This design comes from an exercise in tuning for small area, a short achievable clock period and few clock cycles per item on the open sky130 flow, not from production work. The RTL was checked by simulation tests, not by an equivalence proof against the original design.

Setup of job 9857:
// block_quantizer
module block_quantizer (
	input  logic        clk,
	input  logic        arst_n,
	input  logic [95:0] in_row,
	input  logic        in_valid,
	output logic        in_ready,
	output logic [96:0] out_beat,
	output logic        out_valid,
	input  logic        out_ready
);
export LEC_CHECK = 0
export CAP_MARGIN = 20
export CORE_MARGIN = 2
export CORE_UTILIZATION = 70
export SLEW_MARGIN = 20
export SETUP_SLACK_MARGIN = 17.8
create_clock -name core_clock -period 24.0 [get_ports {clk}]
standard.sh (not shown) runs the stock make flow with config.mk's settings and CLKGATE_MAP_FILE= SYNTH_SCRIPT=/design/flow/synth_recipe.tcl, a recipe that flattens the netlist after the stock synthesis.
==> flow/flow/run.sh <==
#!/bin/bash
# The standard layout (standard synthesis included), with two changes:
#  - after synthesis, flow/polarity.py removes inverters around full adders
#    (full adders are self-dual, so inverting all three inputs inverts both
#    outputs); flip-flops and the function are unchanged;
#  - ORFS's repair_timing is asked to leave extra setup slack, so that the
#    achieved period shrinks. The SDC is the standard flow's.
set -e
cd "$(dirname "$0")/.."
W=$PWD
R=$W/orfs/results/sky130hd/block_quantizer/base
echo "export SETUP_SLACK_MARGIN = 17.8" >> config.mk
bash standard.sh $R/1_2_yosys.v > synth.log 2>&1
cp $R/1_2_yosys.v $W/1_2_yosys.standard.v
python3 flow/polarity.py $W/1_2_yosys.standard.v $R/1_2_yosys.v > polarity.log 2>&1
bash standard.sh > standard.log 2>&1
Other scripts of this flow, unchanged in this note and not shown: flow/flow/polarity.py
Testbench counts of job 9857, summed over its fixed seeds: cycles 8,208, rows 8,192.
--- input diff job 9857..job 6961 ---
- changing CORE_UTILIZATION from 70 to 40
--- outcome ---
Job 6961 -> job 9857: first-pass GRT wire length flat. As far as number of port buffers goes, job 9857 and job 6961 are indistinguishable; the numbers are identical. Changes observed in job 6961 relative to job 9857: sum of buffers and inverters on the critical path went down, number of cells on the worst reg-to-reg path increased 1, final clock period utilization by the worst path -0.35 points, met3 wire length fell by 5400 um. The cell count along the critical path of job 6961 is lower than that of job 9857.
The following lists how job 6493 was set up differently from job 6961:
- CORE_UTILIZATION now 60, was 40
--- outcome ---
- Minimum clock period (lower): job 6961
- Job 6493 vs. job 6961: global-route usage over all layers +13 points, non-clock buffer count -about 4%, post-route clock skew ~0 delta, delay contributed by the slowest stage of the critical path -0.04 ns.
- Per the comparison of job 6493 with job 6961, worst max-slew margin expressed relative to the limit now smaller; clock-buffer cell count now smaller.
- Job 6493 packs its core more tightly than job 6961.
- Job 6493 reached the final stage; the timing, design-rule and antenna checks on its layout passed.
The following lists how job 8114 was set up differently from job 6493:
- putting ABC_AREA at 1 where nothing was set
Taking job 6493 as the reference, in job 8114 worst hold slack across all endpoints moved down, post-route minimum period moved down, die area moved down, share of post-route cells with drive strength above 1 moved down.
Summary of job 8114 over job 6493: critical-path maximum fanout went up; final critical-path setup slack now sits higher.
The die span in y reported for job 8114 is smaller than that of job 6493 by 1.0%.
Job 8114 vs job 6493 — final area dropped about 2.6%.
Wire length of the first global-routing pass: job 8114 and job 6493 compared, higher one is job 6493
Of job 8114 and job 6493, job 6493 shows the lower worst slack at placement, with job 8114 above it.

Starting RTL as in the previous note.
export LEC_CHECK = 0
export CAP_MARGIN = 20
export CORE_MARGIN = 2
export CORE_UTILIZATION = 40
export SLEW_MARGIN = 20
export SETUP_SLACK_MARGIN = 17.0
create_clock -name core_clock -period 24.0 [get_ports {clk}]
==> flow/flow/run.sh <==
#!/bin/bash
# The standard layout (standard synthesis included), with ORFS's
# repair_timing asked to leave extra setup slack so that the achieved
# period shrinks. Only the repair target changes; the SDC is the standard flow's.
set -e
cd "$(dirname "$0")/.."
echo "export SETUP_SLACK_MARGIN = 17.0" >> config.mk
bash standard.sh > standard.log 2>&1
Testbench counts at the start, summed over its fixed seeds: cycles 8,208, rows 8,192.
Next try:
--- a/flow/flow/run.sh
+++ b/flow/flow/run.sh
@@ -6,3 +6,3 @@
 cd "$(dirname "$0")/.."
-echo "export SETUP_SLACK_MARGIN = 17.0" >> config.mk
+echo "export SETUP_SLACK_MARGIN = 17.8" >> config.mk
 bash standard.sh > standard.log 2>&1
--- a/flow/config.mk
+++ b/flow/config.mk
@@ -11,2 +11,2 @@
 export SLEW_MARGIN = 20
-export SETUP_SLACK_MARGIN = 17.0
+export SETUP_SLACK_MARGIN = 17.8
The changed run produced a clean layout.
Synthesized area does not change.
Final cell count goes up by 0.53%.
Wire length grows by 3.6%.
Design area rises by about 1.6%.
Clock skew decreases by 0.024 ns.
Via count climbs by about 1.6%.
Fmax climbs by about 10%.
Non-clock buffer count came out higher by 33.

static timing again, ports no longer ideal:
How much do the figures lean on ideal ports? The routed layouts below were timed once more, with nothing changed but the port constraints.
Step 1 assumes that a clkbuf_16 drives the clock port and a buf_2 every other input.
Step 2, shift: input delay + t, output delay - t, t = (earliest + latest rising clock arrival at the registers) / 2. This alone moves slack from input paths to output paths.
Slacks: no drivers / after step 1 / after step 2; pairs: no drivers / after step 1.
run | shift t [ns] | setup WS [ns] | worst data-port slew with drivers (ns)
job 9857 | 0.638 | 17.663 / 17.601 / 17.489 | 0.04
job 6961 | 0.662 | 17.747 / 17.682 / 17.454 | 0.06
job 6493 | 0.661 | 17.716 / 17.651 / 17.268 | 0.05
job 8114 | 0.661 | 17.739 / 17.675 / 17.253 | 0.04
the first run of note 2 | 0.699 | 17.200 / 17.200 / 17.195 | 0.05
the second run of note 2 | 0.659 | 17.820 / 17.751 / 17.338 | 0.06
After both steps setup and hold are still met in every run listed. For job 8114, which loses most, drivers alone change the setup slack by -0.064 ns; drivers and shift together by -0.486 ns.
